Context: an optimization exercise on an open-source flow, tuned for small area, a short achievable clock period and few clock cycles per item. The choices shown serve that exercise and are no tape-out recipe.
The RTL was checked by simulation tests, not by an equivalence proof against the original design.

// serpent_block_cipher_unit
module serpent_block_cipher_unit (
  input  wire logic         clk_i,
  input  wire logic         rst_ni,
  input  wire logic         psel_i,
  input  wire logic         penable_i,
  input  wire logic         pwrite_i,
  input  wire logic [5:0]   paddr_i,
  input  wire logic [63:0]  pwdata_i,
  output logic [63:0]       prdata_o,
  output logic              pready_o,
  input  wire logic         s_axis_tvalid_i,
  output logic              s_axis_tready_o,
  input  wire logic [127:0] s_axis_tdata_i,   
  input  wire logic         s_axis_tuser_i,   
  output logic              m_axis_tvalid_o,
  input  wire logic         m_axis_tready_i,
  output logic [127:0]      m_axis_tdata_o    
);
Size in the first run: roughly 43000 cells after synthesis, roughly 400 I/O pins, ~0.35 mm^2 of cells after synthesis.
==> flow/config.mk <==
export PLATFORM = sky130hd
export DESIGN_NAME = serpent_block_cipher_unit
export DESIGN_NICKNAME = serpent_block_cipher_unit
export VERILOG_FILES = /design/flow/design.v
export SDC_FILE = /design/flow/constraint.sdc
export NUM_CORES = 8
export LEC_CHECK = 0
export CAP_MARGIN = 40
export CORE_MARGIN = 2
export CORE_UTILIZATION = 30
export PLACE_DENSITY = 0.42
export SETUP_SLACK_MARGIN = 5.0
export SLEW_MARGIN = 40
export SYNTH_MEMORY_MAX_BITS = 8192
==> flow/constraint.sdc <==
create_clock -name core_clock -period 10.0 [get_ports {clk_i}]
set_input_delay 2.0000 -clock core_clock [delete_from_list [all_inputs] [get_ports {clk_i}]]
set_output_delay 2.0000 -clock core_clock [all_outputs]
set_load 0.01 [all_outputs]
standard.sh (not shown) runs the stock make flow with config.mk's settings and CLKGATE_MAP_FILE= SYNTH_SCRIPT=/design/flow/synth_recipe.tcl, a recipe that flattens the netlist after the stock synthesis.
==> flow/flow/run.sh <==
#!/bin/bash
# Layout flow: the standard synthesis, then the combinational logic mapped
# again onto the cells (flip-flops kept as they are, names and cell types
# unchanged), then the standard layout from floorplan to finish, with one
# more repair of slew, capacitance and setup timing just before detailed
# routing (flow/pre_drt.tcl).
# Each tool writes its full output to a log of its own in the work folder.
set -euo pipefail
WORK=$(pwd)
FLOWDIR=$WORK/flow
R=$WORK/orfs/results/$FLOW_PLATFORM/serpent_block_cipher_unit/base
YOSYS=${YOSYS_EXE:-$FLOW_HOME/../tools/install/yosys/bin/yosys}
[ -x "$YOSYS" ] || YOSYS=yosys

bash standard.sh synth > $WORK/log_synth.txt 2>&1

cp $R/1_2_yosys.v $WORK/std_synth.v
LIB=$FLOW_HOME/platforms/$FLOW_PLATFORM/lib/sky130_fd_sc_hd__tt_025C_1v80.lib \
IN=$WORK/std_synth.v OUT=$WORK/remapped.v TOP=$FLOW_TOP SCRIPT=$FLOWDIR/remap.abc \
  "$YOSYS" -c $FLOWDIR/remap.tcl > $WORK/log_remap.txt 2>&1

cp $WORK/remapped.v $R/1_2_yosys.v
rm -f $R/1_synth.odb
export PRE_DETAIL_ROUTE_TCL=$FLOWDIR/pre_drt.tcl
bash standard.sh finish > $WORK/log_finish.txt 2>&1
==> flow/flow/pre_drt.tcl <==
# Before detailed routing: the global routes (with the antenna fixes) are
# final, so repair slew, capacitance and setup timing once more with their
# parasitics, then legalize and route the changed nets incrementally.
proc env_or {name default} {
  if {[info exists ::env($name)] && $::env($name) ne ""} { return $::env($name) }
  return $default
}
if {[info exists ::env(DONT_USE_CELLS)]} { set_dont_use $::env(DONT_USE_CELLS) }
set_propagated_clock [all_clocks]
estimate_parasitics -global_routing
report_worst_slack -max
global_route -start_incremental
repair_design -slew_margin [env_or SLEW_MARGIN 40] -cap_margin [env_or CAP_MARGIN 40] -verbose
repair_timing -setup -setup_margin [env_or SETUP_SLACK_MARGIN 5.0] -repair_tns 100 -verbose
detailed_placement
check_placement -verbose
global_route -end_incremental
estimate_parasitics -global_routing
report_worst_slack -max
Other scripts of this flow, unchanged in this note and not shown: flow/flow/remap.abc, flow/flow/remap.tcl
The baseline aborted during 5_1_grt with GRT-0116.
Testbench counts at the start, summed over its fixed seeds: cycles 5,228, items 1,536.
Edit:
--- a/flow/flow/pre_drt.tcl
+++ b/flow/flow/pre_drt.tcl
@@ -12,5 +12,5 @@
 global_route -start_incremental
 repair_design -slew_margin [env_or SLEW_MARGIN 40] -cap_margin [env_or CAP_MARGIN 40] -verbose
-repair_timing -setup -setup_margin [env_or SETUP_SLACK_MARGIN 5.0] -repair_tns 100 -verbose
+repair_timing -setup -setup_margin [expr {[env_or SETUP_SLACK_MARGIN 5.0] + 0.3}] -repair_tns 100 -verbose
 detailed_placement
 check_placement -verbose
After rerunning:
- The new run did not get past 5_1_grt (GRT-0116)
- area after synthesis does not change
- synthesized cell count is unchanged

* * *

## trial 30
Another version of the RTL of serpent_block_cipher_unit (not shown whole).
Size in the first run: roughly 43000 cells after synthesis, roughly 350000 um2 of cells after synthesis.
==> flow/design.v (excerpt) <==
module serpent_block_cipher_unit (
  input  wire logic         clk_i,
  input  wire logic         rst_ni,
  input  wire logic         psel_i,
  input  wire logic         penable_i,
  input  wire logic         pwrite_i,
  input  wire logic [5:0]   paddr_i,
  input  wire logic [63:0]  pwdata_i,
  output logic [63:0]       prdata_o,
  output logic              pready_o,
  input  wire logic         s_axis_tvalid_i,
  output logic              s_axis_tready_o,
  input  wire logic [127:0] s_axis_tdata_i,   
  input  wire logic         s_axis_tuser_i,   
  output logic              m_axis_tvalid_o,
  input  wire logic         m_axis_tready_i,
  output logic [127:0]      m_axis_tdata_o    
);
Settings: LEC_CHECK=0, CAP_MARGIN=40, CORE_MARGIN=2, CORE_UTILIZATION=30, PLACE_DENSITY=0.42, SETUP_SLACK_MARGIN=5.0, SLEW_MARGIN=40, SYNTH_MEMORY_MAX_BITS=8192; clock period 10.0 ns.
==> flow/flow/run.sh <==
#!/bin/bash
# Layout flow: the standard synthesis, then the combinational logic mapped
# again onto the cells (flip-flops kept as they are, names and cell types
# unchanged), then the standard layout from floorplan to finish.
# Each tool writes its full output to a log of its own in the work folder.
set -euo pipefail
WORK=$(pwd)
FLOWDIR=$WORK/flow
R=$WORK/orfs/results/$FLOW_PLATFORM/serpent_block_cipher_unit/base
YOSYS=${YOSYS_EXE:-$FLOW_HOME/../tools/install/yosys/bin/yosys}
[ -x "$YOSYS" ] || YOSYS=yosys

bash standard.sh synth > $WORK/log_synth.txt 2>&1

cp $R/1_2_yosys.v $WORK/std_synth.v
LIB=$FLOW_HOME/platforms/$FLOW_PLATFORM/lib/sky130_fd_sc_hd__tt_025C_1v80.lib \
IN=$WORK/std_synth.v OUT=$WORK/remapped.v TOP=$FLOW_TOP SCRIPT=$FLOWDIR/remap.abc \
  "$YOSYS" -c $FLOWDIR/remap.tcl > $WORK/log_remap.txt 2>&1

cp $WORK/remapped.v $R/1_2_yosys.v
rm -f $R/1_synth.odb
bash standard.sh finish > $WORK/log_finish.txt 2>&1
==> flow/flow/remap.abc <==
&get -n
&st
&dch -f
&nf -D 3500
&put
topo
stime -c
buffer -c
upsize -c
dnsize -c
==> flow/flow/remap.tcl <==
# Map the combinational logic of the standard synthesis netlist again.
# Flip-flops and tie cells stay as they are (blackboxes keep their instance
# names and cell types); every other cell is read as its liberty function.
yosys -import
set lib $::env(LIB)
read_liberty -ignore_miss_func $lib
blackbox sky130_fd_sc_hd__df* sky130_fd_sc_hd__edf* sky130_fd_sc_hd__sdf* sky130_fd_sc_hd__sedf* sky130_fd_sc_hd__dl* sky130_fd_sc_hd__conb_1
read_verilog $::env(IN)
hierarchy -check -top $::env(TOP)
flatten
opt_clean
set fh [open abc.constr w]
puts $fh "set_driving_cell sky130_fd_sc_hd__buf_1"
puts $fh "set_load 5"
close $fh
abc -liberty $lib -constr abc.constr -D 3500 -script $::env(SCRIPT) \
  -dont_use *lpflow* -dont_use *probe* -dont_use *clkdly* -dont_use *dlygate* \
  -dont_use *sdlclkp* -dont_use *dlclkp* -dont_use *a222oi*
opt_clean -purge
# cell definitions again (as blackboxes) so that the checks see every port
read_liberty -lib -overwrite -ignore_miss_func $lib
hilomap -singleton -hicell sky130_fd_sc_hd__conb_1 HI -locell sky130_fd_sc_hd__conb_1 LO
splitnets
opt_clean -purge
insbuf -buf sky130_fd_sc_hd__buf_4 A X
check -assert
tee -o remap_stat.txt stat -liberty $lib
write_verilog -noattr -noexpr -nohex -nodec $::env(OUT)
In the summary table, trial 30 is marked failed, with error GRT-0116 raised in 5_1_grt.
Testbench counts of trial 30, summed over its fixed seeds: cycles 5,196, items 1,536.
Input changes introduced in trial 64 (baseline for comparison: trial 30):
diff --git a/flow/flow/run.sh b/flow/flow/run.sh
--- a/flow/flow/run.sh
+++ b/flow/flow/run.sh
@@ -4 +4,3 @@
-# unchanged), then the standard layout from floorplan to finish.
+# unchanged), then the standard layout from floorplan to finish, with one
+# more repair of slew, capacitance and setup timing just before detailed
+# routing (flow/pre_drt.tcl).
@@ -21,0 +24 @@
+export PRE_DETAIL_ROUTE_TCL=$FLOWDIR/pre_drt.tcl
==> flow/flow/pre_drt.tcl (new file) <==
# Before detailed routing: the global routes (with the antenna fixes) are
# final, so repair slew, capacitance and setup timing once more with their
# parasitics, then legalize and route the changed nets incrementally.
proc env_or {name default} {
  if {[info exists ::env($name)] && $::env($name) ne ""} { return $::env($name) }
  return $default
}
if {[info exists ::env(DONT_USE_CELLS)]} { set_dont_use $::env(DONT_USE_CELLS) }
set_propagated_clock [all_clocks]
estimate_parasitics -global_routing
report_worst_slack -max
global_route -start_incremental
repair_design -slew_margin [env_or SLEW_MARGIN 40] -cap_margin [env_or CAP_MARGIN 40] -verbose
repair_timing -setup -setup_margin [env_or SETUP_SLACK_MARGIN 5.0] -repair_tns 100 -verbose
detailed_placement
check_placement -verbose
global_route -end_incremental
estimate_parasitics -global_routing
report_worst_slack -max
## What came out
- Trial 64: aborted in 5_1_grt (tool error)
- Trial 64 against trial 30: number of buffer cells added on primary ports flat, post-synth design cell area flat, width of the die flat, routability congestion estimate from global placement flat, number of hold buffers added after CTS flat.
- Reported for trial 30 and trial 64, number of levels in the clock H-tree turned out identical to the last digit.
- Synthesized netlist net count: trial 64 vs trial 30 identical
- In terms of number of primary I/O pins, trial 64 and trial 30 differ only marginally.
- Trial 30 -> trial 64: synthesized cell count delta 0, exact match
- The number of gates given a new drive strength after cts was comparable across trial 30 and trial 64.
- Post-detailed-placement half-perimeter wirelength: trial 64 vs trial 30, no meaningful difference
